Background: an optimization exercise with open tools, aiming at a short achievable clock period and few clock cycles. Do not read the settings as production practice. Function was checked by simulation only, so behaviour that the tests miss may differ from the original. Power and IR drop assume default switching activity.

==> flow/standard.sh <==
#!/bin/bash
# synth_recipe.tcl (not shown) runs the flow's synth.tcl, then flattens the netlist and writes it again
# the make line also repeats each setting of config.mk as NAME=value (left out here)
make -C /OpenROAD-flow-scripts/flow DESIGN_CONFIG=/design/flow/config.mk WORK_HOME=/design/flow/orfs CLKGATE_MAP_FILE= SYNTH_SCRIPT=/design/flow/synth_recipe.tcl "${@:-finish}"
==> flow/design.v <==
package mipsPkg;
    typedef logic [31:0] wordT;
    typedef logic [29:0] wordAddrT;
    typedef logic [4:0]  regIdxT;
    typedef logic [15:0] immT;
    localparam wordT ResetPc = 32'h0000_0000;
    localparam int   NumRegs = 32;
    typedef enum logic [5:0] {
        opRtype = 6'h00,
        opJ     = 6'h02,
        opBeq   = 6'h04,
        opAddi  = 6'h08,
        opLw    = 6'h23,
        opSw    = 6'h2b
    } opcodeT;
    typedef enum logic [5:0] {
        fnAdd = 6'h20,
        fnSub = 6'h22,
        fnAnd = 6'h24,
        fnOr  = 6'h25,
        fnSlt = 6'h2a
    } functT;
    typedef enum logic [2:0] {
        aluAdd = 3'd0,
        aluSub = 3'd1,
        aluAnd = 3'd2,
        aluOr  = 3'd3,
        aluSlt = 3'd4
    } aluCtrlT;
    typedef enum logic [1:0] {
        fwdNone = 2'd0,
        fwdMem  = 2'd1,
        fwdWb   = 2'd2
    } fwdSelT;
    typedef struct packed {
        logic    regWrite;
        logic    memRead;
        logic    memWrite;
        logic    branch;
        logic    aluSrcImm;
        aluCtrlT aluCtrl;
    } ctrlT;
    typedef struct packed {
        wordT instr;
        wordT pcPlus4;
    } ifIdRegT;
    typedef struct packed {
        ctrlT   ctrl;
        regIdxT rs;
        regIdxT rt;
        regIdxT wsel;
        wordT   opA;
        wordT   opB;
        wordT   imm;
        wordT   branchTarget;
    } idExRegT;
    typedef struct packed {
        logic   regWrite;
        logic   memRead;
        logic   memWrite;
        logic   branch;
        logic   zero;
        wordT   aluOut;
        wordT   storeData;
        regIdxT wsel;
        wordT   branchTarget;
    } exMemRegT;
    typedef struct packed {
        logic   regWrite;
        logic   memRead;
        wordT   aluOut;
        wordT   loadData;
        regIdxT wsel;
    } memWbRegT;
endpackage
`timescale 1ns/1ns
module registerFile (
    input  logic        clk,
    input  logic        rst_n,
    input  logic [31:1] writeSel,
    input  logic [31:0] writeData,
    input  logic [31:1] readSelA,
    input  logic [31:1] readSelB,
    output logic [31:0] readA,
    output logic [31:0] readB
);
    logic [31:0] regs [1:31];
    always_ff @(posedge clk or negedge rst_n) begin
        if (!rst_n) begin
            for (int i = 1; i < 32; i++) begin
                regs[i] <= '0;
            end
        end else begin
            for (int i = 1; i < 32; i++) begin
                if (writeSel[i]) regs[i] <= writeData;
            end
        end
    end
    always_comb begin
        readA = '0;
        readB = '0;
        for (int i = 1; i < 32; i++) begin
            readA = readA | ({32{readSelA[i]}} & regs[i]);
            readB = readB | ({32{readSelB[i]}} & regs[i]);
        end
    end
endmodule
`timescale 1ns/1ns
module aluFwd (
    input  logic [31:0] a,
    input  logic [31:0] b,           
    input  logic        bInv,        
    input  logic        opArith,     
    input  logic        opAnd,
    input  logic        opOr,
    input  logic        opSlt,
    input  logic [31:0] loadData,    
    input  logic        selA,
    input  logic        selB,
    input  logic        selS,
    input  logic        invNext,     
    input  logic [31:0] altA,
    input  logic [31:0] altB,        
    input  logic [31:0] altS,
    output logic [31:0] res,
    output logic [31:0] nextA,
    output logic [31:0] nextB,
    output logic [31:0] nextS,
    output logic        eq
);
    logic [31:0] sum, early;
    logic        lt;
    logic [31:0] p;
    logic [31:0] g [6];
    logic [31:0] t [6];
    always_comb begin
        p    = a ^ b;
        g[0] = a & b;
        t[0] = p;
        for (int l = 0; l < 5; l++) begin
            for (int i = 0; i < 32; i++) begin
                if (i >= (1 << l)) begin
                    g[l+1][i] = g[l][i] | (t[l][i] & g[l][i - (1 << l)]);
                    t[l+1][i] = t[l][i] & t[l][i - (1 << l)];
                end else begin
                    g[l+1][i] = g[l][i];
                    t[l+1][i] = t[l][i];
                end
            end
        end
        sum[0] = p[0] ^ bInv;
        for (int i = 1; i < 32; i++) begin
            sum[i] = p[i] ^ (g[5][i-1] | (t[5][i-1] & bInv));
        end
    end
    assign lt    = (a[31] == b[31]) ? a[31] : sum[31];
    assign early = ({32{opAnd}} & (a & b)) | ({32{opOr}} & (a | b)) | loadData;
    assign res   = ({32{opArith}} & sum) | {31'd0, opSlt && lt} | early;
    assign nextA = ({32{selA && opArith}} & sum) | {31'd0, selA && opSlt && lt} |
                   (selA ? early : altA);
    assign nextB = (({32{selB && opArith}} & sum) | {31'd0, selB && opSlt && lt} |
                    (selB ? early : 32'd0)) ^ {32{selB && invNext}} | (selB ? 32'd0 : altB);
    assign nextS = ({32{selS && opArith}} & sum) | {31'd0, selS && opSlt && lt} |
                   (selS ? early : altS);
    assign eq = (a == b);
endmodule
`timescale 1ns/1ns
module mipsPipeline (
    input  logic        clk,
    input  logic        rst_n,
    output logic [29:0] icacheAddr,
    input  logic [31:0] icacheRdata,
    input  logic        icacheStall,
    output logic        dcacheRen,
    output logic        dcacheWen,
    output logic [29:0] dcacheAddr,
    output logic [31:0] dcacheWdata,
    input  logic [31:0] dcacheRdata,
    input  logic        dcacheStall
);
    localparam logic [5:0] OpR = 6'h00, OpJ = 6'h02, OpBeq = 6'h04, OpAddi = 6'h08,
                           OpLw = 6'h23, OpSw = 6'h2b;
    localparam logic [5:0] FnAdd = 6'h20, FnSub = 6'h22, FnAnd = 6'h24, FnOr = 6'h25,
                           FnSlt = 6'h2a;
    logic freeze;
    assign freeze = icacheStall || dcacheStall;
    logic [29:0] pc;             
    logic        dValid;
    logic [31:0] dIns;
    logic [29:0] dPc1;
    logic [31:1] dRsSel, dRtSel;
    logic        eRegWrite, eRead, eWrite, eBeq;    
    logic        eELoad;                            
    logic        eArith, eInv, eAnd, eOr, eSlt;
    logic [4:0]  eWsel;
    logic [31:0] eA, eB, eS;
    logic [29:0] eBt;
    logic        mRegWrite, mRead;
    logic [4:0]  mWsel;
    logic [31:1] mWsel1h;
    logic [31:0] mAlu;
    logic        pRen, pWen;
    logic [29:0] pAddr;
    logic [31:0] pWdata;
    logic [31:0] wbData;
    logic [31:0] aluOut;
    logic        stallD;
    logic        takenD;
    logic        takenE;
    logic [29:0] dBt;
    logic [29:0] pc1;
    logic        fJ, fBs, fShort;
    logic [29:0] fJt, fBt;
    logic [5:0]  fBtLo;
    logic [24:0] fHi, fHiUp, fHiDn;
    logic [31:0] fRsSel, fRtSel;
    assign icacheAddr = pc;
    assign pc1 = pc + 30'd1;
    assign fJ  = (icacheRdata[31:26] == OpJ);
    assign fBs = (icacheRdata[31:26] == OpBeq) && (icacheRdata[25:21] == icacheRdata[20:16]);
    assign fJt = {pc1[29:26], icacheRdata[25:0]};
    assign fShort = (icacheRdata[15:5] == 11'h000) || (icacheRdata[15:5] == 11'h7ff);
    assign fBtLo  = {1'b0, pc1[4:0]} + {1'b0, icacheRdata[4:0]};
    assign fHi    = pc1[29:5];
    assign fHiUp  = fHi + 25'd1;
    assign fHiDn  = fHi - 25'd1;
    assign fBt[4:0]  = fBtLo[4:0];
    assign fBt[29:5] = icacheRdata[15] ? (fBtLo[5] ? fHi : fHiDn)
                                       : (fBtLo[5] ? fHiUp : fHi);
    logic        fRedir;
    logic [29:0] fTgt, pcEarly;
    assign fRedir  = fJ || (fBs && fShort);
    assign fTgt    = fJ ? fJt : fBt;
    assign pcEarly = takenE ? eBt : (takenD ? dBt : (stallD ? pc : pc1));
    always_comb begin
        fRsSel = '0;
        fRtSel = '0;
        fRsSel[icacheRdata[25:21]] = 1'b1;
        fRtSel[icacheRdata[20:16]] = 1'b1;
    end
    always_ff @(posedge clk or negedge rst_n) begin
        if (!rst_n) begin
            pc <= '0;
        end else if (!freeze) begin
            pc <= (fRedir && !takenE && !takenD) ? fTgt : pcEarly;
        end
    end
    always_ff @(posedge clk or negedge rst_n) begin
        if (!rst_n) begin
            dValid <= 1'b0;
        end else if (!freeze) begin
            if (takenE || takenD) dValid <= 1'b0;
            else if (!stallD)     dValid <= !fRedir;
        end
    end
    always_ff @(posedge clk) begin
        if (!freeze && !stallD) begin
            dIns   <= icacheRdata;
            dPc1   <= pc1;
            dRsSel <= fRsSel[31:1];
            dRtSel <= fRtSel[31:1];
        end
    end
    logic [5:0]  op, fn;
    logic [4:0]  rs, rt, rd, wsel;
    logic [31:0] immExt;
    logic        isR, isAddi, isLw, isSw, isBeq, useImm;
    logic        regWrite, usesRs, usesRt;
    logic [31:0] regA, regB, valA, valB, nextA, nextB, nextS;
    assign op = dIns[31:26];
    assign fn = dIns[5:0];
    assign rs = dIns[25:21];
    assign rt = dIns[20:16];
    assign rd = dIns[15:11];
    assign immExt = {{16{dIns[15]}}, dIns[15:0]};
    assign isR    = dValid && (op == OpR) &&
                    (fn == FnAdd || fn == FnSub || fn == FnAnd || fn == FnOr || fn == FnSlt);
    assign isAddi = dValid && (op == OpAddi);
    assign isLw   = dValid && (op == OpLw);
    assign isSw   = dValid && (op == OpSw);
    assign isBeq  = dValid && (op == OpBeq) && (rs != rt);
    assign takenD = dValid && (op == OpBeq) && (rs == rt);
    assign dBt    = dPc1 + immExt[29:0];
    assign useImm = (op == OpAddi) || (op == OpLw) || (op == OpSw);
    assign wsel     = (op == OpR) ? rd : rt;
    assign regWrite = (isR || isAddi || isLw) && (wsel != 5'd0);
    assign usesRs   = isR || isAddi || isLw || isSw || isBeq;
    assign usesRt   = isR || isSw || isBeq;
    assign stallD = eRead && eRegWrite &&
                    ((usesRs && eWsel == rs) || (usesRt && eWsel == rt));
    registerFile registerFile_i (
        .clk       (clk),
        .rst_n     (rst_n),
        .writeSel  (mWsel1h),
        .writeData (wbData),
        .readSelA  (dRsSel),
        .readSelB  (dRtSel),
        .readA     (regA),
        .readB     (regB)
    );
    logic matchEA, matchEB, matchMA, matchMB;
    assign matchEA = eRegWrite && (eWsel == rs);
    assign matchEB = eRegWrite && (eWsel == rt);
    assign matchMA = mRegWrite && (mWsel == rs);
    assign matchMB = mRegWrite && (mWsel == rt);
    logic early;
    assign early = (isLw || (isSw && !matchEB)) && (rs == 5'd0) && !(eRead || eWrite);
    assign valA = matchMA ? wbData : regA;
    assign valB = matchMB ? wbData : regB;
    logic fwdB;
    assign fwdB = !useImm && matchEB;
    logic invB;
    assign invB = isR && (fn == FnSub || fn == FnSlt);
    always_ff @(posedge clk or negedge rst_n) begin
        if (!rst_n) begin
            eRegWrite <= 1'b0;
            eRead     <= 1'b0;
            eWrite    <= 1'b0;
            eELoad    <= 1'b0;
            eBeq      <= 1'b0;
        end else if (!freeze) begin
            if (takenE || stallD) begin
                eRegWrite <= 1'b0;
                eRead     <= 1'b0;
                eWrite    <= 1'b0;
                eELoad    <= 1'b0;
                eBeq      <= 1'b0;
            end else begin
                eRegWrite <= regWrite;
                eRead     <= isLw && !early;
                eWrite    <= isSw && !early;
                eELoad    <= isLw && early;
                eBeq      <= isBeq;
            end
        end
    end
    always_ff @(posedge clk or negedge rst_n) begin
        if (!rst_n) begin
            pRen <= 1'b0;
            pWen <= 1'b0;
        end else if (!freeze) begin
            if (eRead || eWrite) begin
                pRen <= eRead;
                pWen <= eWrite;
            end else begin
                pRen <= isLw && early && !takenE && !stallD;
                pWen <= isSw && early && !takenE && !stallD;
            end
        end
    end
    always_ff @(posedge clk) begin
        if (!freeze) begin
            if (eRead || eWrite) begin
                pAddr  <= aluOut[31:2];
                pWdata <= eS;
            end else begin
                pAddr  <= immExt[31:2];
                pWdata <= valB;
            end
        end
    end
    always_ff @(posedge clk) begin
        if (!freeze) begin
            eArith <= isR ? (fn == FnAdd || fn == FnSub) : !(isLw && early);
            eInv   <= isR && (fn == FnSub || fn == FnSlt);
            eAnd  <= isR && fn == FnAnd;
            eOr   <= isR && fn == FnOr;
            eSlt  <= isR && fn == FnSlt;
            eWsel <= wsel;
            eA    <= nextA;
            eB    <= nextB;
            eS    <= nextS;
            eBt   <= dBt;
        end
    end
    logic [31:0] wsel1h;
    logic eqE;
    aluFwd aluFwd_i (
        .a        (eA),
        .b        (eB),
        .bInv     (eInv),
        .opArith  (eArith),
        .opAnd    (eAnd),
        .opOr     (eOr),
        .opSlt    (eSlt),
        .loadData ({32{eELoad}} & dcacheRdata),
        .selA     (matchEA),
        .selB     (fwdB),
        .selS     (matchEB),
        .altA     (valA),
        .invNext  (invB),
        .altB     (useImm ? immExt : (invB ? ~valB : valB)),
        .altS     (valB),
        .res      (aluOut),
        .nextA    (nextA),
        .nextB    (nextB),
        .nextS    (nextS),
        .eq       (eqE)
    );
    assign takenE = eBeq && eqE;
    always_comb begin
        wsel1h = '0;
        wsel1h[eWsel] = eRegWrite;
    end
    always_ff @(posedge clk or negedge rst_n) begin
        if (!rst_n) begin
            mRegWrite <= 1'b0;
            mRead     <= 1'b0;
            mWsel1h   <= '0;
        end else if (!freeze) begin
            mRegWrite <= eRegWrite;
            mRead     <= eRead;
            mWsel1h   <= wsel1h[31:1];
        end
    end
    always_ff @(posedge clk) begin
        if (!freeze) begin
            mWsel <= eWsel;
            mAlu  <= aluOut;
        end
    end
    assign dcacheRen   = pRen;
    assign dcacheWen   = pWen;
    assign dcacheAddr  = pAddr;
    assign dcacheWdata = pWdata;
    assign wbData      = mRead ? dcacheRdata : mAlu;
endmodule
==> flow/constraint.sdc <==
create_clock -name core_clock -period 8.0 [get_ports {clk}]
set_input_delay 1.6000 -clock core_clock [delete_from_list [all_inputs] [get_ports {clk}]]
set_output_delay 1.6000 -clock core_clock [all_outputs]
set_load 0.01 [all_outputs]
==> flow/flow/run.sh <==
#!/bin/bash
cp standard.sh standard_sh.txt
cp config.mk config_orig.txt
echo 'export ADDER_MAP_FILE =' >> config.mk
bash standard.sh > standard.log 2>&1
==> flow/config.mk <==
export PLATFORM = sky130hd
export DESIGN_NAME = mipsPipeline
export DESIGN_NICKNAME = mipsPipeline
export VERILOG_FILES = /design/flow/design.v
export SDC_FILE = /design/flow/constraint.sdc
export NUM_CORES = 4
export LEC_CHECK = 0
export CAP_MARGIN = 20
export CORE_MARGIN = 10
export CORE_UTILIZATION = 30
export PLACE_DENSITY = 0.4
export SETUP_SLACK_MARGIN = 5
export SLEW_MARGIN = 20
export SYNTH_HIERARCHICAL = 1
export SYNTH_MINIMUM_KEEP_SIZE = 0
export ADDER_MAP_FILE =
==> summary.txt, run 1 <==
- Outcome: complete, no violations
- Leading post-synthesis cells by cell area: dfrtp_1, mux2_2, edfxtp_1
- Io pins: 162
- Number of unique standard cell types used by synthesis: approximately 100
- Post-Route Skew: 0.0409 ns
- Drt total wl: 313,000 µm
- Setup slack, reg-to-reg: between 4 and 5 ns
- First-pass DRT Iterations: 8
- Comb pwr share: 0.226
- Worst-path fanout max: 16
- Prevailing post-synth register cell: dfrtp_1
- Clock sinks: between 1,000 and 1,500
- Post-synth EDFFs: 359
- Via density: just under 6
- First-pass GRT wire length: around 430,000 µm
- Routed len/inst: 31.2 µm
- Endpoint class of the critical path: flop
- Vias in the first global route: 57,500
- Die Y: 515 µm
- RSZ-0062 raised after global routing: yes
- FF/Latch Area: 37,500 µm²
- Busiest grt layer: met2
- CP required: between 8 and 9 ns
- Gr usage total: 0.222
- DIE AREA: 265,000 µm²
- Hpwl dp: 193,000 µm
- Ratio of cells with drive above 1 in the final layout: 0.381
- Multi-input gate area: between 30,000 and 40,000 µm²
- Yosys top cell by area: dfrtp_1
- Largest net degree at the start of global routing: 159
- Clock Tree Buf Depth: 3
- Root Driver: clkbuf_16
- FF+latch count, synth: about 1,400
- Maximum clock rate: 0.290 GHz
- Initial Utilization: 0.302
- Setup TNS: 0 ns
- Antenna violations before repair: 6
- Core Region: about 240,000 µm²
- Switching share of total power: 0.315
- Final ANT Viol Nets: 0
- Worst setup slack after layout: 4.56 ns
- Worst skew pair latency: 0.87 ns
- Mapped Area: 73,500 µm²
- Port bufs: 161
- Post-synth ARST share: 0.748
- Pwr/cell area: 237 nW/µm²
- FP Rows: 181
- Vias: 58,500
- # hold bufs at CTS: 0
- Die X: 515 µm
- Max VDD drop: 0.255 mV
- Clock transition at path regs: 0.06 ns
- Actual slew at the worst max-slew pin: approximately 1.1 ns
- Synth Area per Inst: around 11 µm²
- Max_cap viols: 0
- Tcrit/Tclk final: 0.430
- CTS H-tree depth: 4
- Part of the power in registers: 0.411
- Post-synth top area share: 0.362
- Total grt overflow: 0
- Met1 usage: 0.312
- Clk pwr share: 0.363
- Final net count: 6,760
- # DRC: 0
- Startpoint class of the critical path: primary input
- Met3 usage: 0.0285
- Met2 Usage GRT: 0.356
- Post-synthesis net count: roughly 6,500
- Cells after Synth: 6,419
- CTS Buf Count: between 150 and 200
- Layout Area Growth over Synthesis: 23.5%
- HP Class: flop to flop
- Place WS: 2.59 ns
- Max-slew violation count: 0
- Hold Violations, Final: 0
- P_sw: ~6.8 mW
- CP arrival: 4.17 ns
- GP Congestion: roughly 0.85
- Slew Limit Headroom: 0.235
- Ys Warns: 12
- TritonCTS clock tree: built
- Leak: 36.8 nW
- Kind of critical path: primary input to flop
- Fill cells: 23,700
- Final number of setup-violating endpoints: 0
- Internal: 14.8 mW
- Tmin final: 3.44 ns
- Initial drt markers: slightly below 6,000
- Seq/Total Area, Yosys: 0.509
sequential cells by signal (all words and copies together) (netlist names), 5 cells and up:
register             flops
eA                      32
registerFile_i.regs    992
pWdata                  32
mAlu                    32
dRsSel                  31
pAddr                   30
eWsel                    5
eBt                     30
dRtSel                  31
mWsel                    5
pc                      30
dPc1                    30
mWsel1h                 31
eB                      32
eS                      32
dIns                    32
worst paths after layout:
kind                                               end            start  cells past startpoint
min in group asynchronous  registerFile_i.regs[19][17]            rst_n                      1
min reg2reg                                 mWsel1h[1]       mWsel1h[1]                      2
max in group asynchronous                       pc[16]            rst_n                      2
min                                         mWsel1h[1]       mWsel1h[1]                      2
max                        registerFile_i.regs[24][29]  dcacheRdata[29]                      4
max reg2reg                                      eB[9]        dRtSel[7]                     12
layer usage:
layer / wire length, µm / vias up
met2: 146000 / 2237
met4: 10600 / 0
met3: 17900 / 430
met5: 0 / -
met1: 138000 / 30800
li1: - / 25000
cells in the mapped netlist, types with 10 or more instances:
| library cell | instances |
|---|---|
| a211oi_1 | 20 |
| a21o_1 | 50 |
| a21oi_1 | 231 |
| a221o_1 | 30 |
| a221oi_1 | 11 |
| a221oi_2 | 62 |
| a222oi_1 | 64 |
| a22o_1 | 68 |
| a22oi_1 | 782 |
| a31oi_1 | 35 |
| and2_1 | 47 |
| and3_1 | 19 |
| buf_1 | 113 |
| buf_2 | 48 |
| buf_6 | 10 |
| clkbuf_1 | 431 |
| dfrtp_1 | 1063 |
| edfxtp_1 | 359 |
| inv_1 | 135 |
| maj3_1 | 25 |
| mux2_2 | 1023 |
| mux2i_1 | 52 |
| nand2_1 | 267 |
| nand2b_1 | 16 |
| nand3_1 | 191 |
| nand3b_1 | 10 |
| nand4_1 | 157 |
| nor2_1 | 315 |
| nor3_1 | 45 |
| nor4_1 | 28 |
| o211ai_1 | 13 |
| o21a_1 | 11 |
| o21ai_0 | 145 |
| o21ai_1 | 26 |
| o221ai_1 | 16 |
| o22ai_1 | 16 |
| o31ai_1 | 13 |
| or3_1 | 14 |
| or4_1 | 72 |
| xnor2_1 | 156 |
| xor2_1 | 91 |
per-module statistics from Yosys, one instance, submodules excluded:
module        cells inside  flip-flops and latches  copies in the design  cell area [µm²]
aluFwd                 741                       0                     1             4550
mipsPipeline          2008                     430                     1            21500
registerFile          3670                     992                     1            47400
stage by stage:
stage                      util  instances  total power, mW  hold slack [ns]  instance area, µm²
after floorplan               -       6419             11.2            0.424               73500
after global routing      0.373      10000             22.4            0.503               90800
after CTS                 0.361       9865             21.4            0.491               87800
after global placement    0.320       9315             12.9            0.474               77900
after detailed placement  0.320       9315             13.0            0.478               77900
final                     0.373      10000             21.5            0.487               90800
cell families after synthesis:
group                      Yosys count  share of synthesized area
AOI/OAI and AO/OA                 1668                      0.169
and+or+nand+nor                   1230                     0.0838
DFF                               1422                      0.509
buffers and inverters              745                     0.0400
xor gates and xnor gates           250                     0.0301
adders and majority gates           29                    0.00402
muxes                             1075                      0.164
area by class of cell:
class                      instances  share of cell area
sequential                      1422               0.413
multi-input combinational       4257               0.405
timing repair buffer             684              0.0692
clock buffer                     266              0.0555
tap                             3202              0.0441
inverter                         140             0.00709
clock inverter                    41             0.00496
timing repair inverter            17             0.00127
antenna                            4            0.000110
worst max-delay path, stage by stage:
cell	delay, ns
clkdlybuf4s50_1	0.50
mux2i_2	0.81
clkinvlp_4	0.74
mux2_2	0.48
what timing repair did:
action | CTS | global route
gates resized for setup | 1115 | 348
gates cloned | 16 | 15
buffers inserted | 227 | 145
endpoints found under the setup margin | 912 | 723
endpoints found under the hold margin | 0 | 0
pin swaps | 219 | 209
power by group through the flow:
stage,combinational [mW],sequential (mW),clock [mW]
after detailed placement,3.97,9.00,0
final,4.87,8.85,7.80
after global placement,3.96,8.97,0
after CTS,4.57,8.83,7.98
after global routing,5.15,8.94,8.27
after floorplan,2.38,8.78,0
placed cells by master (no fill, tap or decap), drive strengths merged, types with 18 or more instances in the layout:
cell / netlist / routed
dfrtp: 1063 / 1063
mux2: 1023 / 1023
a22oi: 782 / 782
buf: 173 / 624
edfxtp: 359 / 359
nor2: 315 / 316
clkbuf: 432 / 274
nand2: 268 / 269
a21oi: 232 / 232
nand3: 192 / 192
o21ai: 171 / 171
xnor2: 159 / 159
nand4: 158 / 158
inv: 139 / 126
xor2: 91 / 91
a221oi: 73 / 73
or4: 72 / 72
a22o: 70 / 70
a222oi: 64 / 64
mux2i: 52 / 52
a21o: 50 / 50
nor3: 48 / 48
and2: 47 / 47
clkinvlp: 0 / 39
clkdlybuf4s50: 0 / 36
a31oi: 36 / 36
a221o: 30 / 30
nor4: 30 / 30
maj3: 29 / 29
clkinv: 1 / 28
a211oi: 21 / 21
and3: 20 / 20
o221ai: 18 / 18
Testbench counts, summed over its fixed seeds: cycles 155,364.
==> run 2: changes to the inputs <==
--- a/flow/design.v
+++ b/flow/design.v
@@ -108,2 +108,31 @@
 `timescale 1ns/1ns
+module fetchNext (
+    input  logic [31:0] ins,
+    input  logic [29:0] pc,
+    input  logic [29:0] takenTgt,   
+    input  logic        taken,      
+    input  logic        stall,
+    output logic [29:0] pc1,
+    output logic [29:0] next,
+    output logic        redir
+);
+    localparam logic [5:0] OpJ = 6'h02, OpBeq = 6'h04;
+    logic        isJ, isBs, short;
+    logic [5:0]  lo;
+    logic [24:0] hiUp, hiDn;
+    logic [29:0] jt, bt, early;
+    assign pc1  = pc + 30'd1;
+    assign hiUp = pc[29:5] + 25'd1;
+    assign hiDn = pc[29:5] - 25'd1;
+    assign isJ   = (ins[31:26] == OpJ);
+    assign isBs  = (ins[31:26] == OpBeq) && (ins[25:21] == ins[20:16]);
+    assign short = (ins[15:5] == 11'h000) || (ins[15:5] == 11'h7ff);
+    assign lo    = {1'b0, pc[4:0]} + {1'b0, ins[4:0]} + 6'd1;
+    assign jt    = {pc1[29:26], ins[25:0]};
+    assign bt    = {ins[15] ? (lo[5] ? pc[29:5] : hiDn) : (lo[5] ? hiUp : pc[29:5]), lo[4:0]};
+    assign early = taken ? takenTgt : (stall ? pc : pc1);
+    assign redir = isJ || (isBs && short);
+    assign next  = (redir && !taken) ? (isJ ? jt : bt) : early;
+endmodule
+`timescale 1ns/1ns
 module aluFwd (
@@ -207,29 +236,18 @@
     logic        stallD;
-    logic        takenD;
     logic        takenE;
     logic [29:0] dBt;
-    logic [29:0] pc1;
-    logic        fJ, fBs, fShort;
-    logic [29:0] fJt, fBt;
-    logic [5:0]  fBtLo;
-    logic [24:0] fHi, fHiUp, fHiDn;
+    logic [29:0] pc1, pcNext;
+    logic        fRedir;
     logic [31:0] fRsSel, fRtSel;
     assign icacheAddr = pc;
-    assign pc1 = pc + 30'd1;
-    assign fJ  = (icacheRdata[31:26] == OpJ);
-    assign fBs = (icacheRdata[31:26] == OpBeq) && (icacheRdata[25:21] == icacheRdata[20:16]);
-    assign fJt = {pc1[29:26], icacheRdata[25:0]};
-    assign fShort = (icacheRdata[15:5] == 11'h000) || (icacheRdata[15:5] == 11'h7ff);
-    assign fBtLo  = {1'b0, pc1[4:0]} + {1'b0, icacheRdata[4:0]};
-    assign fHi    = pc1[29:5];
-    assign fHiUp  = fHi + 25'd1;
-    assign fHiDn  = fHi - 25'd1;
-    assign fBt[4:0]  = fBtLo[4:0];
-    assign fBt[29:5] = icacheRdata[15] ? (fBtLo[5] ? fHi : fHiDn)
-                                       : (fBtLo[5] ? fHiUp : fHi);
-    logic        fRedir;
-    logic [29:0] fTgt, pcEarly;
-    assign fRedir  = fJ || (fBs && fShort);
-    assign fTgt    = fJ ? fJt : fBt;
-    assign pcEarly = takenE ? eBt : (takenD ? dBt : (stallD ? pc : pc1));
+    fetchNext fetchNext_i (
+        .ins      (icacheRdata),
+        .pc       (pc),
+        .takenTgt (eBt),
+        .taken    (takenE),
+        .stall    (stallD),
+        .pc1      (pc1),
+        .next     (pcNext),
+        .redir    (fRedir)
+    );
     always_comb begin
@@ -244,3 +262,3 @@
         end else if (!freeze) begin
-            pc <= (fRedir && !takenE && !takenD) ? fTgt : pcEarly;
+            pc <= pcNext;
         end
@@ -251,3 +269,3 @@
         end else if (!freeze) begin
-            if (takenE || takenD) dValid <= 1'b0;
+            if (takenE)           dValid <= 1'b0;
             else if (!stallD)     dValid <= !fRedir;
@@ -280,4 +298,3 @@
     assign isSw   = dValid && (op == OpSw);
-    assign isBeq  = dValid && (op == OpBeq) && (rs != rt);
-    assign takenD = dValid && (op == OpBeq) && (rs == rt);
+    assign isBeq  = dValid && (op == OpBeq);
     assign dBt    = dPc1 + immExt[29:0];
==> summary.txt, run 2 <==
- Place WS: 2.63 ns
- Layout Area Growth over Synthesis: 22.7%
- Worst setup slack after layout: around 4.6 ns
- Vias: 59,000
- Cells after Synth: 6,521
- Core Region: ~250,000 µm²
- Pwr/cell area: 226 nW/µm²
- Largest net degree at the start of global routing: 114
- Number of unique standard cell types used by synthesis: 116
- CP required: 8.58 ns
- RSZ-0062 raised after global routing: yes
- Worst r2r dst: pAddr[27]
- Ys Warns: 12
- Max reg flops: 992
- Final number of setup-violating endpoints: 0
- Post-synth EDFFs: between 300 and 400
- Worst-path fanout max: 4
- Startpoint class of the critical path: flop
- Clock Tree Buf Depth: 3
- Leading post-synthesis cells by cell area: dfrtp_1, mux2_2, edfxtp_1
- Gr usage total: 0.228
- Root Driver: clkbuf_16
- Max VDD drop: 0.240 mV
- Antenna violations before repair: 4
- Hold_ws: 0.485 ns
- Setup slack, reg-to-reg: roughly 4.6 ns
- Slew Limit Headroom: 0.254
- Top-count cell post-synth: dfrtp_1
- Most frequent cells in the layout: mux2_2, dfrtp_1, a22oi_1
- Die X: 518 µm
- GP Congestion: 0.934
- Final ANT Viol Nets: 0
- Endpoint class of the critical path: flop
- Prevailing post-synth register cell: dfrtp_1
- Top reg by flops: registerFile_i.regs
- # DRC: 0
- CTS Buf Count: 171
- Leak: 36.0 nW
- Tmin final: 3.41 ns
- Post-synth top area share: 0.358
- Via density: between 5 and 6
- Fin util: 0.370
- Initial drt markers: ~6,200
- Outcome: complete, no violations
- TritonCTS clock tree: built
- End of the critical path: pAddr[27]
- CP max stage cell: edfxtp_1
- Synth Area per Inst: 11.4 µm²
- Initial Utilization: 0.302
- Max-slew violation count: 0
- Clock transition at path regs: 0.06 ns
- Actual slew at the worst max-slew pin: 1.12 ns
- Seq/Total Area, Yosys: 0.503
- First-pass GRT wire length: 452,000 µm
- Critical Path Source: eB[0]
- Fill cells: around 24,000
- R2r worst-path depth: 13
- Clock sinks: 1,422
- Die Y: 518 µm
- Critical path depth: 13
- CP delay by family, top: compound AO/OA/AOI/OAI gates
- CTS H-tree depth: 4
- Hold Violations, Final: 0
- Ratio of cells with drive above 1 in the final layout: 0.376
- Commonest non-fill, non-tap cell in the layout: mux2_2
- Max_cap viols: 0
- Maximum clock rate: 0.294 GHz
- Io pins: roughly 160
- Port bufs: 161
- First-pass DRT Iterations: 8
- Cell area after placement: 78,900 µm²
- Mapped Area: 74,300 µm²
- DIE AREA: between 200,000 and 300,000 µm²
- FF+latch count, synth: 1,422
- Post-synthesis net count: 6,589
- Tcrit/Tclk final: 0.426
- Post-Route Skew: 0.0371 ns
- CP arrival: 3.98 ns
- FF-to-FF Start: eB[0]
- Yosys top cell by area: dfrtp_1
- HP Class: flop to flop
- Kind of critical path: flop to flop
- Worst skew pair latency: about 0.83 ns
- Routed len/inst: 31.7 µm
- Design Area, Final: 91,200 µm²
- Setup TNS: 0 ns
- Final net count: just under 7,000
- FP Rows: 182
- Hpwl dp: 198,000 µm
- Cell Chain, Critical Path: buf_6 > maj3_2 > o211a_1 > o2111a_1 > o211ai_1 > buf_4 > o221ai_4 > and3_4 > o211ai_4 > a2111oi_4 > nor3_4 > inv_2 > a21o_1
- Vias in the first global route: between 50,000 and 60,000
- Top post-synthesis cells by count: dfrtp_1, mux2_2, a22oi_1
- Drt total wl: 323,000 µm
- Total grt overflow: 0
- Post-synth ARST share: 0.748
- CP Buf/Inv Count: 3
- Slowest stage delay, CP: slightly above 0.4 ns
run 2: worst reg2reg max path: cells and delay by family (launching register included):
family / cells / cell delay [ns]
flops: 1 / 0.41
buf+inv: 3 / 0.45
simple gates: 2 / 0.60
compound gates: 7 / 1.38
fa+ha+maj: 1 / 0.32
run 2: layout make-up:
cell class / instances / area [µm²] / area share
clock buffer: 261 / 5040 / 0.0553
timing repair inverter: 17 / 126 / 0.00139
tap: 3312 / 4140 / 0.0455
multi-input combinational: 4349 / 37000 / 0.406
timing repair buffer: 640 / 6110 / 0.0670
sequential: 1422 / 37500 / 0.411
inverter: 138 / 627 / 0.00688
antenna: 2 / 5.00 / 0.0000549
clock inverter: 50 / 606 / 0.00664
run 2: cells by family after synthesis:
kind of cell / after synthesis / share of synthesized area
AOI/OAI and AO/OA: 1684 / 0.171
DFF: 1422 / 0.503
and+or+nand+nor: 1324 / 0.0904
muxes: 1069 / 0.161
buffers and inverters: 756 / 0.0418
xor gates and xnor gates: 240 / 0.0284
adders and majority gates: 26 / 0.00360
run 2: how the worst min path moves through the flow:
stage | depth (start not counted) | to | slack [ns] | from
2_1_floorplan | 0 | mWsel[3] | 0.42 | eWsel[3]
3_5_place_dp | 2 | mWsel1h[7] | 0.47 | mWsel1h[7]
5_1_grt | 2 | mWsel1h[31] | 0.50 | mWsel1h[31]
6_report | 2 | mWsel1h[7] | 0.49 | mWsel1h[7]
3_3_place_gp | 2 | mWsel1h[31] | 0.47 | mWsel1h[31]
4_1_cts | 2 | mWsel1h[7] | 0.49 | mWsel1h[7]
run 2: Yosys stat by module, one instance, submodules excluded:
module | copies in the design | cells inside | area [µm²]
mipsPipeline | 1 | 1598 | 19000
aluFwd | 1 | 741 | 4550
registerFile | 1 | 3670 | 47400
fetchNext | 1 | 512 | 3290
run 2: power breakdown:
part           leakage [nW]  switching [mW]  internal, mW
Clock                  2.79            3.33          4.71
Sequential             16.8           0.570          8.16
Combinational          16.5            2.21          1.58
Total                  36.0            6.11          14.5
run 2: what timing repair did:
| action | CTS | global route |
|---|---|---|
| hold buffers | 0 | 0 |
| setup endpoints to repair | 870 | 852 |
| setup buffers | 248 | 74 |
| pin swaps | 263 | 143 |
| resized for setup | 1092 | 261 |
| cloned | 24 | 12 |
run 2: stage by stage:
stage          total power [mW]  cells
6_report                   20.6  10200
5_1_grt                    21.3  10200
4_1_cts                    20.7  10100
3_5_place_dp               12.3   9518
3_3_place_gp               12.2   9518
2_1_floorplan              10.8   6521
run 2: routing by layer:
| metal | routed length (µm) | share of wire | track usage | up-vias |
|---|---|---|---|---|
| met4 | 14800 | 0.046 | 0.0885 | 0 |
| met5 | 0 | 0 | 0 | - |
| met3 | 18000 | 0.056 | 0.0293 | 545 |
| met1 | 141000 | 0.44 | 0.313 | 31100 |
| li1 | - | - | - | 25200 |
| met2 | 149000 | 0.46 | 0.364 | 2179 |
Testbench counts of run 2, summed over its fixed seeds: cycles 155,364.
==> run 3: changes to the inputs <==
--- a/flow/design.v
+++ b/flow/design.v
@@ -234,2 +234,6 @@
     logic [31:0] wbData;
+    logic        wRegWrite;
+    logic [4:0]  wWsel;
+    logic [31:1] wWsel1h;
+    logic [31:0] wData;
     logic [31:0] aluOut;
@@ -310,4 +314,4 @@
         .rst_n     (rst_n),
-        .writeSel  (mWsel1h),
-        .writeData (wbData),
+        .writeSel  (wWsel1h),
+        .writeData (wData),
         .readSelA  (dRsSel),
@@ -317,3 +321,5 @@
     );
-    logic matchEA, matchEB, matchMA, matchMB;
+    logic matchEA, matchEB, matchMA, matchMB, matchWA, matchWB;
+    assign matchWA = wRegWrite && (wWsel == rs);
+    assign matchWB = wRegWrite && (wWsel == rt);
     assign matchEA = eRegWrite && (eWsel == rs);
@@ -324,4 +330,4 @@
     assign early = (isLw || (isSw && !matchEB)) && (rs == 5'd0) && !(eRead || eWrite);
-    assign valA = matchMA ? wbData : regA;
-    assign valB = matchMB ? wbData : regB;
+    assign valA = matchMA ? wbData : (matchWA ? wData : regA);
+    assign valB = matchMB ? wbData : (matchWB ? wData : regB);
     logic fwdB;
@@ -443,2 +449,17 @@
     assign wbData      = mRead ? dcacheRdata : mAlu;
+    always_ff @(posedge clk or negedge rst_n) begin
+        if (!rst_n) begin
+            wRegWrite <= 1'b0;
+            wWsel1h   <= '0;
+        end else if (!freeze) begin
+            wRegWrite <= mRegWrite;
+            wWsel1h   <= mWsel1h;
+        end
+    end
+    always_ff @(posedge clk) begin
+        if (!freeze) begin
+            wWsel <= mWsel;
+            wData <= wbData;
+        end
+    end
 endmodule
==> summary.txt, run 3 <==
- Die Y: 527 µm
- Mapped Area: 77,200 µm²
- Post-synthesis net count: a little under 7,000
- Clock transition at path regs: 0.06 ns
- Setup TNS: 0 ns
- FP Rows: between 150 and 200
- Number of unique standard cell types used by synthesis: 113
- Max_cap viols: 0
- Cells after Synth: 6,759
- Total grt overflow: 0
- CP max stage cell: edfxtp_1
- Yosys top cell by area: dfrtp_1
- Leak: 39.0 nW
- Tcrit/Tclk final: 0.424
- Ratio of cells with drive above 1 in the final layout: 0.367
- Worst skew pair latency: 0.84 ns
- Outcome: complete, no violations
- Post-synth EDFFs: 396
- GP Congestion: 0.841
- Endpoint class of the critical path: flop
- Post-synth top area share: 0.355
- Layout Area Growth over Synthesis: 22.8%
- CP required: around 8.6 ns
- Largest net degree at the start of global routing: 139
- Port bufs: ~160
- Vias: about 60,000
- First-pass DRT Iterations: 7
- Io pins: around 160
- Most frequent cells in the layout: mux2_2, dfrtp_1, a22oi_1
- Leading post-synthesis cells by cell area: dfrtp_1, edfxtp_1, mux2_2
- Kind of critical path: flop to flop
- Initial drt markers: 6,589
- Gr usage total: 0.229
- Clock sinks: around 1,500
- Prevailing post-synth register cell: dfrtp_1
- Max VDD drop: between 0.2 and 0.25 mV
- CP arrival: 3.96 ns
- Pwr/cell area: between 200 and 250 nW/µm²
- Post-Route Skew: between 0.08 and 0.09 ns
- Slowest stage delay, CP: 0.40 ns
- Vias in the first global route: 61,600
- CP delay by family, top: compound AO/OA/AOI/OAI gates
- Top-count cell post-synth: dfrtp_1
- Routed len/inst: 31.7 µm
- Core Region: roughly 260,000 µm²
- # hold bufs at CTS: 0
- Post-synth ARST share: 0.734
- Max-slew violation count: 0
- Synth Area per Inst: 11.4 µm²
- Antenna violations before repair: 5
- Cell Chain, Critical Path: maj3_2 > o211a_1 > o2111a_2 > o211ai_1 > buf_4 > o221ai_4 > and3_4 > o211ai_4 > a2111oi_4 > buf_4 > o31a_1 > a221o_1
- Top reg by flops: registerFile_i.regs
- Via density: 5.82
- Final number of setup-violating endpoints: 0
- Root Driver: clkbuf_16
- HP Class: flop to flop
- Hold Violations, Final: 0
- Commonest non-fill, non-tap cell in the layout: mux2_2
- Setup slack, reg-to-reg: ~4.6 ns
- Worst-path fanout max: 4
- CTS H-tree depth: 4
- Actual slew at the worst max-slew pin: 1.12 ns
- CP dominant cell by count: buf_4
- Clock Tree Buf Depth: 3
- Drt total wl: 335,000 µm
- CP Buf/Inv Count: 2
- Die X: 527 µm
- Slew Limit Headroom: 0.252
- TritonCTS clock tree: built
- Initial Utilization: 0.301
- CTS Buf Count: 179
- RSZ-0062 raised after global routing: yes
- Maximum clock rate: 0.295 GHz
- Final net count: 7,091
- Top post-synthesis cells by count: dfrtp_1, mux2_2, a22oi_1
- Tmin final: 3.39 ns
- FF+latch count, synth: 1,491
- # DRC: 0
- Seq/Total Area, Yosys: 0.509
- First-pass GRT wire length: 471,000 µm
- Max reg flops: 992
- Startpoint class of the critical path: flop
- Overall power: 21.8 mW
- Hpwl dp: between 200,000 and 250,000 µm
- Ys Warns: 12
- Final ANT Viol Nets: 0
- DIE AREA: 278,000 µm²
==> run 3: final cells by class <==
cell class	instances	area (µm²)
flip-flops and latches	1491	39400
clock buffers	260	5190
repair buffers	709	6770
well taps	3384	4230
clock inverters	66	754
multi-input cells	4568	38100
inverters	71	320
repair inverters	3	23.8
diodes	4	10.0
fillers	25200	162000
==> run 3: worst min-delay path, cell delays in order (launching register included) <==
cell	delay, ns
dfrtp_1	0.34
nand2_1	0.05
nand2_1	0.05
==> run 3: worst paths after layout <==
path                       cells past startpoint   startpoint                           to
max                                           12        eA[0]                       eB[29]
min                                            2  mWsel1h[27]                  wWsel1h[27]
max reg2reg                                   12        eA[0]                       eB[29]
min reg2reg                                    2  mWsel1h[27]                  wWsel1h[27]
max in group asynchronous                      3        rst_n  registerFile_i.regs[10][28]
min in group asynchronous                      1        rst_n  registerFile_i.regs[11][11]
==> run 3: metal layers <==
metal | part of all wire | up-vias | GRT usage
li1 | - | 26200 | -
met1 | 0.45 | 32300 | 0.320
met2 | 0.45 | 2444 | 0.356
met3 | 0.061 | 571 | 0.0333
met4 | 0.047 | 0 | 0.0963
met5 | 0 | - | 0
==> run 3: cells by family after synthesis <==
kind of cell               count (synthesis)  synth area share
AOI/OAI and AO/OA                       1658             0.164
DFF                                     1491             0.509
xor gates and xnor gates                 248            0.0281
and+or+nand+nor                         1506            0.0956
buffers and inverters                    705            0.0373
adders and majority gates                 27           0.00361
muxes                                   1124             0.163
==> run 3: stage by stage <==
stage | hold slack (ns) | instances | instance area [µm²] | utilization | setup WS, ns
finish | 0.467 | 10600 | 94800 | 0.370 | 4.61
global placement | 0.449 | 9851 | 82200 | 0.321 | 2.81
floorplan | 0.421 | 6759 | 77500 | - | 4.48
detailed placement | 0.451 | 9854 | 82300 | 0.321 | 2.79
global route | 0.492 | 10600 | 94800 | 0.370 | 4.55
CTS | 0.467 | 10500 | 93000 | 0.363 | 4.71
==> run 3: repair_timing <==
action,in CTS,in global routing
resized for setup,1035,225
setup endpoints to repair,707,315
pin swaps,272,186
setup buffers,261,82
gates cloned,19,7
==> run 3: per-module statistics from Yosys, one instance, submodules excluded <==
| module | area, µm² | cells | flops+latches |
|---|---|---|---|
| aluFwd | 4550 | 741 | 0 |
| fetchNext | 3290 | 512 | 0 |
| mipsPipeline | 21900 | 1836 | 499 |
| registerFile | 47400 | 3670 | 992 |
==> run 3: report_power, final <==
part / switching, mW / internal [mW]
combinational: 2.06 / 1.76
sequential: 0.751 / 8.81
clock: 3.53 / 4.86
total: 6.35 / 15.4
Testbench counts of run 3, summed over its fixed seeds: cycles 155,364.
==> run 4: changes to the inputs <==
--- a/flow/design.v
+++ b/flow/design.v
@@ -114,5 +114,7 @@
     input  logic        stall,
+    input  logic        predT,      
     output logic [29:0] pc1,
     output logic [29:0] next,
-    output logic        redir
+    output logic        redir,      
+    output logic        predTk      
 );
@@ -133,4 +135,5 @@
     assign early = taken ? takenTgt : (stall ? pc : pc1);
-    assign redir = isJ || (isBs && short);
-    assign next  = (redir && !taken) ? (isJ ? jt : bt) : early;
+    assign redir  = isJ || (isBs && short);
+    assign predTk = (ins[31:26] == OpBeq) && !isBs && short && predT && !stall;
+    assign next   = ((redir || predTk) && !taken) ? (isJ ? jt : bt) : early;
 endmodule
@@ -219,2 +222,3 @@
     logic [29:0] dPc1;
+    logic        dPred;          
     logic [31:1] dRsSel, dRtSel;
@@ -226,2 +230,5 @@
     logic [29:0] eBt;
+    logic        ePred;
+    logic [29:0] eFall;          
+    logic [5:0]  eIdx;           
     logic        mRegWrite, mRead;
@@ -243,3 +250,13 @@
     logic [29:0] pc1, pcNext;
-    logic        fRedir;
+    logic        fRedir, fPredTk;
+    logic [1:0]  bpCtr [64];
+    logic        fPred;
+    always_ff @(posedge clk or negedge rst_n) begin
+        if (!rst_n) begin
+            fPred <= 1'b0;
+        end else if (!freeze) begin
+            if (takenE || fRedir || fPredTk) fPred <= 1'b0;
+            else if (!stallD)                fPred <= bpCtr[pc1[5:0]][1];
+        end
+    end
     logic [31:0] fRsSel, fRtSel;
@@ -249,4 +266,6 @@
         .pc       (pc),
-        .takenTgt (eBt),
+        .takenTgt (ePred ? eFall : eBt),
         .taken    (takenE),
+        .predT    (fPred),
+        .predTk   (fPredTk),
         .stall    (stallD),
@@ -281,2 +300,3 @@
             dPc1   <= pc1;
+            dPred  <= fPredTk;
             dRsSel <= fRsSel[31:1];
@@ -396,2 +416,5 @@
             eBt   <= dBt;
+            ePred <= dPred;
+            eFall <= dPc1;
+            eIdx  <= dPc1[5:0] - 6'd1;
         end
@@ -422,3 +445,11 @@
     );
-    assign takenE = eBeq && eqE;
+    assign takenE = eBeq && (eqE != ePred);
+    always_ff @(posedge clk or negedge rst_n) begin
+        if (!rst_n) begin
+            for (int i = 0; i < 64; i++) bpCtr[i] <= 2'b01;
+        end else if (!freeze && eBeq) begin
+            if (eqE) bpCtr[eIdx] <= (bpCtr[eIdx] == 2'b11) ? 2'b11 : bpCtr[eIdx] + 2'b01;
+            else     bpCtr[eIdx] <= (bpCtr[eIdx] == 2'b00) ? 2'b00 : bpCtr[eIdx] - 2'b01;
+        end
+    end
     always_comb begin
==> summary.txt, run 4 <==
- P_sw: 8.42 mW
- Slew Limit Headroom: 0.311
- Tcrit/Tclk final: 0.441
- FF-to-FF Start: dRtSel[2]
- Initial drt markers: 6,989
- Post-synthesis net count: ~7,700
- Cell Chain, Critical Path: buf_12 > a22o_1 > a221oi_2 > nand3_2 > or4_4 > nor2b_1 > a211oi_2 > a21oi_1 > xnor2_1 > a21oi_1 > a22oi_1 > nand3_1
- Via density: 5.81
- Startpoint class of the critical path: flop
- Gr usage total: 0.225
- Largest net degree at the start of global routing: 147
- CP required: 8.63 ns
- Port bufs: 161
- HP Class: flop to flop
- Worst setup slack after layout: 4.47 ns
- Hold Violations, Final: 0
- Cells after Synth: 7,599
- Mapped Area: 85,900 µm²
- CTS H-tree depth: 4
- Met3 usage: 0.0307
- Top post-synthesis cells by count: dfrtp_1, mux2_2, a22oi_1
- Vias: about 69,000
- FP Rows: 196
- Synth Area per Inst: 11.3 µm²
- Seq/Total Area, Yosys: 0.509
- Clock Tree Buf Depth: 4
- Hpwl dp: 222,000 µm
- Final net count: ~8,000
- Outcome: complete, no violations
- Post-Route Skew: 0.0586 ns
- Clock sinks: 1,658
- CP delay by family, top: compound AO/OA/AOI/OAI gates
- Total grt overflow: 0
- RSZ-0062 raised after global routing: yes
- Overall power: 26.4 mW
- Tmin final: 3.53 ns
- Busiest grt layer: met2
- Io pins: 162
- R2r worst-path depth: 12
- Max VDD drop: between 0.2 and 0.25 mV
- First-pass DRT Iterations: 9
- Clock transition at path regs: 0.06 ns
- Drt total wl: approximately 370,000 µm
- Maximum clock rate: 0.283 GHz
- CP dominant cell by count: a21oi_1
- Place WS: 3.10 ns
- Post-synth EDFFs: 434
- Setup slack, reg-to-reg: ~4.5 ns
- Worst-path fanout max: 32
- Internal: 18.0 mW
- Worst skew pair latency: 0.88 ns
- # hold bufs at CTS: 0
- Final ANT Viol Nets: 0
- Hold_ws: between 0.4 and 0.5 ns
- First-pass GRT wire length: slightly above 500,000 µm
- # DRC: 0
- Slowest stage delay, CP: 0.61 ns
- Kind of critical path: flop to flop
- Ys Warns: 13
- Die Y: 555 µm
- Switching share of total power: 0.319
- Core Region: 285,000 µm²
- Fill cells: 27,700
- Post-synth ARST share: 0.738
- Max reg flops: between 900 and 1,000
- Part of the power in registers: 0.404
- Top Registers: registerFile_i.regs (992), bpCtr (128)
- Most frequent cells in the layout: mux2_2, dfrtp_1, a22oi_1
- Leak: 42.7 nW
- Met1 usage: 0.302
- Antenna violations before repair: 8
- Endpoint class of the critical path: flop
- Vias in the first global route: 68,700
- Pwr/cell area: 248 nW/µm²
- CP max stage cell: or4_4
- TritonCTS clock tree: built
- Clk pwr share: 0.354
- Prevailing post-synth register cell: dfrtp_1
- Max_cap viols: 0
- GP Congestion: 0.944
- Layout Area Growth over Synthesis: 23.8%
- Leading post-synthesis cells by cell area: dfrtp_1, edfxtp_1, mux2_2
- Number of unique standard cell types used by synthesis: 115
- Commonest non-fill, non-tap cell in the layout: mux2_2
- Yosys top cell by area: dfrtp_1
- Final number of setup-violating endpoints: 0
- CTS Buf Count: 205
- DIE AREA: roughly 300,000 µm²
- Actual slew at the worst max-slew pin: 1.02 ns
- Hold path start: dPred
- Comb pwr share: 0.242
- Ratio of cells with drive above 1 in the final layout: 0.381
- Initial Utilization: 0.301
- Max-slew violation count: 0
- Routed len/inst: 31.0 µm
- Worst hold stages: 0
- Die X: between 500 and 600 µm
- Worst r2r dst: eB[19]
- Post-synth top area share: 0.338
- Met2 Usage GRT: 0.357
- CP arrival: about 4.2 ns
- Root Driver: clkbuf_16
- Hold EP: ePred
- Setup TNS: 0 ns
- Top-count cell post-synth: dfrtp_1
- CP Buf/Inv Count: 1
- FF+latch count, synth: 1,658
- Top reg by flops: registerFile_i.regs
## run 4: worst reg2reg max path, delay by kind of cell (launching register included)
kind	cells	cell delay, ns
AOI/OAI and AO/OA	6	1.33
xor gates and xnor gates	1	0.22
buffers and inverters	1	0.20
DFF	1	0.41
and+or+nand+nor	4	1.15
## run 4: what timing repair did
item | CTS | global route
pin swaps | 304 | 288
buffers inserted | 261 | 138
gates cloned | 29 | 14
endpoints found under the setup margin | 868 | 561
resized for setup | 1179 | 384
## run 4: cell families after synthesis
| family | after synthesis | synth area share |
|---|---|---|
| xor+xnor | 263 | 0.0268 |
| mux | 1190 | 0.156 |
| flops | 1658 | 0.509 |
| fa+ha+maj | 30 | 0.00363 |
| compound gates | 1869 | 0.164 |
| buf+inv | 825 | 0.0392 |
| simple gates | 1764 | 0.102 |
## run 4: metal layers
layer / wire [µm] / vias up
met1: 158000 / 35900
met3: 21600 / 736
met2: 168000 / 2788
li1: - / 29400
met4: 19700 / 0
met5: 0 / -
## run 4: cell type report
cell class	count	area (µm²)	area share
antenna	6	15.0	0.000141
clock buffer	306	6030	0.0567
clock inverter	64	572	0.00538
inverter	122	517	0.00486
multi-input combinational	5127	42800	0.403
sequential	1658	43800	0.412
tap	3762	4710	0.0443
timing repair buffer	794	7800	0.0734
timing repair inverter	1	8.76	0.0000824
## run 4: per-module statistics from Yosys, one instance, submodules excluded
module        flops+latches  cell area [µm²]
aluFwd                    0             4550
fetchNext                 0             3200
mipsPipeline            666            30700
registerFile            992            47400
## run 4: power groups by stage
stage	Sequential (mW)	Combinational [mW]	Clock, mW
final	10.7	6.39	9.34
after global routing	10.8	6.72	9.89
after CTS	10.6	6.05	9.56
after detailed placement	10.9	5.22	0
after global placement	10.9	5.18	0
after floorplan	10.5	3.30	0
## run 4: worst max-delay path by stage
stage                               start           end  cells after the start
after global routing               eB[17]        pc[28]                     14
final                           dRtSel[2]        eB[19]                     12
after detailed placement  icacheRdata[21]        pc[27]                     10
after global placement        dcacheStall  bpCtr[39][0]                      7
after floorplan               dcacheStall         fPred                      5
after CTS                       dRtSel[2]        eB[19]                     12
## run 4: stage by stage
step	utilization	std cells	cell area, µm²
final	0.373	11800	106000
after global routing	0.373	11800	106000
after CTS	0.362	11700	103000
after detailed placement	0.320	11000	91300
after global placement	0.320	11000	91300
after floorplan	-	7599	86200
Testbench counts of run 4, summed over its fixed seeds: cycles 154,328.
==> run 5: changes to the inputs <==
--- a/flow/design.v
+++ b/flow/design.v
@@ -114,7 +114,5 @@
     input  logic        stall,
-    input  logic        predT,      
     output logic [29:0] pc1,
     output logic [29:0] next,
-    output logic        redir,      
-    output logic        predTk      
+    output logic        redir
 );
@@ -135,5 +133,4 @@
     assign early = taken ? takenTgt : (stall ? pc : pc1);
-    assign redir  = isJ || (isBs && short);
-    assign predTk = (ins[31:26] == OpBeq) && !isBs && short && predT && !stall;
-    assign next   = ((redir || predTk) && !taken) ? (isJ ? jt : bt) : early;
+    assign redir = isJ || (isBs && short);
+    assign next  = (redir && !taken) ? (isJ ? jt : bt) : early;
 endmodule
@@ -164,25 +161,3 @@
     logic        lt;
-    logic [31:0] p;
-    logic [31:0] g [6];
-    logic [31:0] t [6];
-    always_comb begin
-        p    = a ^ b;
-        g[0] = a & b;
-        t[0] = p;
-        for (int l = 0; l < 5; l++) begin
-            for (int i = 0; i < 32; i++) begin
-                if (i >= (1 << l)) begin
-                    g[l+1][i] = g[l][i] | (t[l][i] & g[l][i - (1 << l)]);
-                    t[l+1][i] = t[l][i] & t[l][i - (1 << l)];
-                end else begin
-                    g[l+1][i] = g[l][i];
-                    t[l+1][i] = t[l][i];
-                end
-            end
-        end
-        sum[0] = p[0] ^ bInv;
-        for (int i = 1; i < 32; i++) begin
-            sum[i] = p[i] ^ (g[5][i-1] | (t[5][i-1] & bInv));
-        end
-    end
+    ksAdd32 ksAdd32_i (.a(a), .b(b), .cin(bInv), .s(sum), .eq(eq));
     assign lt    = (a[31] == b[31]) ? a[31] : sum[31];
@@ -196,3 +171,80 @@
                    (selS ? early : altS);
-    assign eq = (a == b);
+endmodule
+module ksAdd32 (
+    input  logic [31:0] a,
+    input  logic [31:0] b,
+    input  logic        cin,
+    output logic [31:0] s,
+    output logic        eq
+);
+    logic [31:0] p;
+    logic [5:0][31:0] G;
+    logic [5:0][31:0] P;
+    assign p = a ^ b;
+    assign G[0][0]    = (a[0] & b[0]) | (p[0] & cin);
+    assign G[0][31:1] = a[31:1] & b[31:1];
+    assign P[0]       = p;
+    for (genvar l = 0; l < 5; l++) begin : gLevel
+        localparam int D = 1 << l;
+        for (genvar i = 0; i < 32; i++) begin : gBit
+            if (i >= 2 * D) begin : gBlack
+                if (l % 2 == 0) begin : gN
+                    ksBlackN u (.gh(G[l][i]), .ph(P[l][i]), .gl(G[l][i-D]), .pl(P[l][i-D]),
+                                .gn(G[l+1][i]), .pn(P[l+1][i]));
+                end else begin : gP
+                    ksBlackP u (.ghN(G[l][i]), .phN(P[l][i]), .glN(G[l][i-D]), .plN(P[l][i-D]),
+                                .g(G[l+1][i]), .p(P[l+1][i]));
+                end
+            end else if (i >= D) begin : gGray
+                if (l % 2 == 0) begin : gN
+                    ksGrayN u (.gh(G[l][i]), .ph(P[l][i]), .gl(G[l][i-D]), .gn(G[l+1][i]));
+                end else begin : gP
+                    ksGrayP u (.ghN(G[l][i]), .phN(P[l][i]), .glN(G[l][i-D]), .g(G[l+1][i]));
+                end
+                assign P[l+1][i] = 1'b0;     
+            end else begin : gPass
+                assign G[l+1][i] = ~G[l][i];
+                assign P[l+1][i] = 1'b0;
+            end
+        end
+    end
+    assign s[0]    = p[0] ^ cin;
+    assign s[31:1] = ~(p[31:1] ^ G[5][30:0]);
+    logic [15:0] e1;
+    logic [7:0]  e2;
+    logic [3:0]  e3;
+    logic [1:0]  e4;
+    for (genvar i = 0; i < 16; i++) begin : gEq1
+        ksNor2 u (.a(p[2*i]), .b(p[2*i+1]), .y(e1[i]));
+    end
+    for (genvar i = 0; i < 8; i++) begin : gEq2
+        ksNand2 u (.a(e1[2*i]), .b(e1[2*i+1]), .y(e2[i]));
+    end
+    for (genvar i = 0; i < 4; i++) begin : gEq3
+        ksNor2 u (.a(e2[2*i]), .b(e2[2*i+1]), .y(e3[i]));
+    end
+    for (genvar i = 0; i < 2; i++) begin : gEq4
+        ksNand2 u (.a(e3[2*i]), .b(e3[2*i+1]), .y(e4[i]));
+    end
+    ksNor2 uEq5 (.a(e4[0]), .b(e4[1]), .y(eq));
+endmodule
+module ksBlackN (input logic gh, ph, gl, pl, output logic gn, pn);
+    assign gn = ~(gh | (ph & gl));
+    assign pn = ~(ph & pl);
+endmodule
+module ksGrayN (input logic gh, ph, gl, output logic gn);
+    assign gn = ~(gh | (ph & gl));
+endmodule
+module ksBlackP (input logic ghN, phN, glN, plN, output logic g, p);
+    assign g = ~(ghN & (phN | glN));
+    assign p = ~(phN | plN);
+endmodule
+module ksGrayP (input logic ghN, phN, glN, output logic g);
+    assign g = ~(ghN & (phN | glN));
+endmodule
+module ksNor2 (input logic a, b, output logic y);
+    assign y = ~(a | b);
+endmodule
+module ksNand2 (input logic a, b, output logic y);
+    assign y = ~(a & b);
 endmodule
@@ -222,3 +274,2 @@
     logic [29:0] dPc1;
-    logic        dPred;          
     logic [31:1] dRsSel, dRtSel;
@@ -230,5 +281,2 @@
     logic [29:0] eBt;
-    logic        ePred;
-    logic [29:0] eFall;          
-    logic [5:0]  eIdx;           
     logic        mRegWrite, mRead;
@@ -250,13 +298,3 @@
     logic [29:0] pc1, pcNext;
-    logic        fRedir, fPredTk;
-    logic [1:0]  bpCtr [64];
-    logic        fPred;
-    always_ff @(posedge clk or negedge rst_n) begin
-        if (!rst_n) begin
-            fPred <= 1'b0;
-        end else if (!freeze) begin
-            if (takenE || fRedir || fPredTk) fPred <= 1'b0;
-            else if (!stallD)                fPred <= bpCtr[pc1[5:0]][1];
-        end
-    end
+    logic        fRedir;
     logic [31:0] fRsSel, fRtSel;
@@ -266,6 +304,4 @@
         .pc       (pc),
-        .takenTgt (ePred ? eFall : eBt),
+        .takenTgt (eBt),
         .taken    (takenE),
-        .predT    (fPred),
-        .predTk   (fPredTk),
         .stall    (stallD),
@@ -300,3 +336,2 @@
             dPc1   <= pc1;
-            dPred  <= fPredTk;
             dRsSel <= fRsSel[31:1];
@@ -416,5 +451,2 @@
             eBt   <= dBt;
-            ePred <= dPred;
-            eFall <= dPc1;
-            eIdx  <= dPc1[5:0] - 6'd1;
         end
@@ -445,11 +477,3 @@
     );
-    assign takenE = eBeq && (eqE != ePred);
-    always_ff @(posedge clk or negedge rst_n) begin
-        if (!rst_n) begin
-            for (int i = 0; i < 64; i++) bpCtr[i] <= 2'b01;
-        end else if (!freeze && eBeq) begin
-            if (eqE) bpCtr[eIdx] <= (bpCtr[eIdx] == 2'b11) ? 2'b11 : bpCtr[eIdx] + 2'b01;
-            else     bpCtr[eIdx] <= (bpCtr[eIdx] == 2'b00) ? 2'b00 : bpCtr[eIdx] - 2'b01;
-        end
-    end
+    assign takenE = eBeq && eqE;
     always_comb begin
==> summary.txt, run 5 <==
- Synth Area per Inst: about 11 µm²
- Slowest stage delay, CP: 0.57 ns
- Vias: 61,400
- CTS Buf Count: 176
- Actual slew at the worst max-slew pin: about 1.1 ns
- Layout Area Growth over Synthesis: 21.8%
- Top reg by flops: registerFile_i.regs
- # hold bufs at CTS: 0
- Leading post-synthesis cells by cell area: dfrtp_1, edfxtp_1, mux2_2
- Tmin final: 3.39 ns
- # DRC: 0
- Worst skew pair latency: 0.84 ns
- Prevailing post-synth register cell: dfrtp_1
- Io pins: between 150 and 200
- CP Buf/Inv Count: 3
- Setup slack, reg-to-reg: 4.61 ns
- Hold Violations, Final: 0
- Most frequent cells in the layout: dfrtp_1, mux2_2, a22oi_1
- Total grt overflow: 0
- Top post-synthesis cells by count: dfrtp_1, mux2_2, a22oi_1
- Critical Path Source: dRtSel[2]
- Cells after Synth: approximately 6,900
- Gr usage total: 0.228
- Multi-input gate area: 38,000 µm²
- Worst r2r dst: eB[24]
- Post-synthesis net count: 6,922
- Post-synth EDFFs: a little under 400
- GP Congestion: 0.896
- Max-slew violation count: 0
- Top-count cell post-synth: dfrtp_1
- Post-synth top area share: 0.355
- Place WS: 2.76 ns
- Final net count: 7,102
- Port bufs: 161
- FF-to-FF Start: dRtSel[2]
- Max_cap viols: 0
- Final number of setup-violating endpoints: 0
- Outcome: complete, no violations
- Post-synth ARST share: 0.734
- Max reg flops: between 900 and 1,000
- HP Class: flop to flop
- CP required: 8.57 ns
- Tcrit/Tclk final: 0.424
- Antenna violations before repair: 11
- Clock sinks: 1,491
- Seq/Total Area, Yosys: 0.509
- Die X: around 530 µm
- Commonest non-fill, non-tap cell in the layout: dfrtp_1
- Final ANT Viol Nets: 0
- First-pass DRT Iterations: 10
- Leak: ~38 nW
- Worst setup slack after layout: between 4 and 5 ns
- Ratio of cells with drive above 1 in the final layout: 0.361
- Routed len/inst: 31.6 µm
- Core Region: approximately 260,000 µm²
- Kind of critical path: flop to flop
- Pwr/cell area: 247 nW/µm²
- Number of unique standard cell types used by synthesis: 99
- Max VDD drop: 0.226 mV
- FF+latch count, synth: about 1,500
- TritonCTS clock tree: built
- Vias in the first global route: 61,100
- CP dominant cell by count: a21oi_1
- Cell Chain, Critical Path: buf_4 > buf_12 > a22o_1 > a221oi_2 > nand3_2 > or4_4 > nor2b_1 > a211oi_2 > a21oi_1 > xnor2_1 > a21oi_1 > inv_1 > o21ai_0
- Root Driver: clkbuf_16
- Via density: 5.81
- Die Y: 527 µm
- Largest net degree at the start of global routing: approximately 130
- Mapped Area: about 77,000 µm²
- Critical path depth: 13
- Cell area after placement: 82,100 µm²
- Yosys top cell by area: dfrtp_1
- FP Rows: about 190
- Maximum clock rate: between 0.2 and 0.3 GHz
- Hpwl dp: 203,000 µm
- Drt total wl: 334,000 µm
- CP arrival: 3.96 ns
- Clock Tree Buf Depth: 3
- DIE AREA: 278,000 µm²
- First-pass GRT wire length: between 400,000 and 500,000 µm
- Design Area, Final: 94,000 µm²
- Startpoint class of the critical path: flop
- End of the critical path: eB[24]
- CTS H-tree depth: 4
- R2r worst-path depth: 13
- Endpoint class of the critical path: flop
- FF/Latch Area: 39,400 µm²
- Slew Limit Headroom: 0.269
- Clock transition at path regs: around 0.06 ns
- Post-Route Skew: between 0.03 and 0.04 ns
- CP delay by family, top: compound AO/OA/AOI/OAI gates
- Setup TNS: 0 ns
- CP max stage cell: or4_4
- Initial Utilization: 0.301
- Worst-path fanout max: 17
- RSZ-0062 raised after global routing: yes
- Ys Warns: 9
- Fill cells: 25,200
- Initial drt markers: 6,612
[run 5: changes by cell type after synthesis, moves of 38 or more]
cell      delta
mux2_2     -125
nand2_1    -108
a21oi_2     +74
dfrtp_1     -65
dfstp_2     -64
clkbuf_1    -48
xnor2_1     -48
o21ai_0     -46
o21ai_2     +44
edfxtp_1    -38
[run 5: tightest hold or removal path, cell delays in order, from the launching register on]
cell and delay, ns:
dfrtp_1 0.34, nand2_1 0.05, nand2_1 0.04
[run 5: what timing repair did]
item,in CTS,in global routing
gates resized for setup,1059,290
pin swaps,291,238
gates cloned,13,25
endpoints found under the setup margin,570,453
buffers inserted,137,92
[run 5: layout make-up]
class / instances / share of cell area
multi-input cells: 4611 / 0.404
well taps: 3384 / 0.0450
clock buffers: 272 / 0.0556
flip-flops and latches: 1491 / 0.419
diodes: 8 / 0.000213
inverters: 151 / 0.00624
repair buffers: 603 / 0.0641
clock inverters: 54 / 0.00635
[run 5: cell families after synthesis]
logic type | count (synthesis) | share of synthesized area
xor+xnor | 232 | 0.0264
simple gates | 1577 | 0.0999
buf+inv | 757 | 0.0391
compound gates | 1716 | 0.169
fa+ha+maj | 6 | 0.000827
flops | 1491 | 0.509
mux | 1075 | 0.156
[run 5: metal layers]
metal	share of wire	track usage	vias to the layer above
li1	-	-	26200
met1	0.45	0.319	32300
met2	0.45	0.357	2387
met3	0.062	0.0366	572
met4	0.040	0.0809	2
met5	0.00020	0.00171	-
[run 5: modules after synthesis, one instance, submodules excluded, excerpt]
module | cells | copies in the design | flops+latches | area, µm²
ksNand2 | 1 | 10 | 0 | 3.75
fetchNext | 538 | 1 | 0 | 3310
ksBlackN | 2 | 52 | 0 | 12.5
ksGrayP | 1 | 10 | 0 | 5.00
registerFile | 3670 | 1 | 992 | 47400
mipsPipeline | 1867 | 1 | 499 | 21900
ksGrayN | 1 | 20 | 0 | 8.76
aluFwd | 427 | 1 | 0 | 2240
[run 5: worst min path at each step]
stage / startpoint / end / slack, ns / depth (start not counted)
floorplan: eWsel[3] / mWsel[3] / 0.42 / 0
global placement: mWsel1h[3] / wWsel1h[3] / 0.45 / 2
detailed placement: mWsel1h[9] / wWsel1h[9] / 0.45 / 2
CTS: mWsel1h[9] / wWsel1h[9] / 0.47 / 2
global route: mWsel1h[1] / wWsel1h[1] / 0.49 / 2
finish: mWsel1h[9] / wWsel1h[9] / 0.46 / 2
[run 5: metrics by stage]
| step | util | hold slack (ns) | cells | power [mW] |
|---|---|---|---|---|
| floorplan | - | 0.421 | 6854 | 12.5 |
| global placement | 0.320 | 0.449 | 9965 | 14.5 |
| detailed placement | 0.320 | 0.450 | 9967 | 14.6 |
| CTS | 0.357 | 0.466 | 10400 | 23.3 |
| global route | 0.367 | 0.485 | 10600 | 24.2 |
| finish | 0.367 | 0.460 | 10600 | 23.2 |
[run 5: power breakdown]
part           switching, mW  total (mW)  internal [mW]
clock network           3.46        8.24           4.79
logic                   2.98        5.26           2.28
registers              0.844        9.72           8.88
Testbench counts of run 5, summed over its fixed seeds: cycles 155,364.

==> re-timing with driven ports <==
No port has a modelled driver above. Below, the same layouts with a new extraction and two added sets of constraints. Step 1, drivers: a clkbuf_16 drives clk and a buf_2 each remaining input, both assumed. Step 2, shift: input delay + t, output delay - t, t = (earliest + latest rising clock arrival at the registers) / 2. This alone moves slack from input paths to output paths. a / b / c = ideal ports / drivers / drivers and shift; a / b = the first two.
run	t (ns)	slack for setup (ns)	worst setup path after step 2	clock arrival spread, ns	worst register clock-pin slew, ns
run 1	0.928	4.557 / 4.574 / 3.675	input to register	0.045 / 0.044	0.06 / 0.06
run 2	0.901	4.594 / 4.594 / 3.882	input to register	0.037 / 0.037	0.07 / 0.07
run 3	0.894	4.610 / 4.610 / 4.105	input to register	0.086 / 0.087	0.07 / 0.07
run 4	0.963	4.469 / 4.469 / 3.727	input to register	0.059 / 0.059	0.07 / 0.07
run 5	0.911	4.606 / 4.606 / 3.896	input to register	0.046 / 0.047	0.07 / 0.07
After both steps setup and hold are still met in every run listed. For run 1, which loses most, drivers alone change the setup slack by +0.017 ns; drivers and shift together by -0.882 ns.
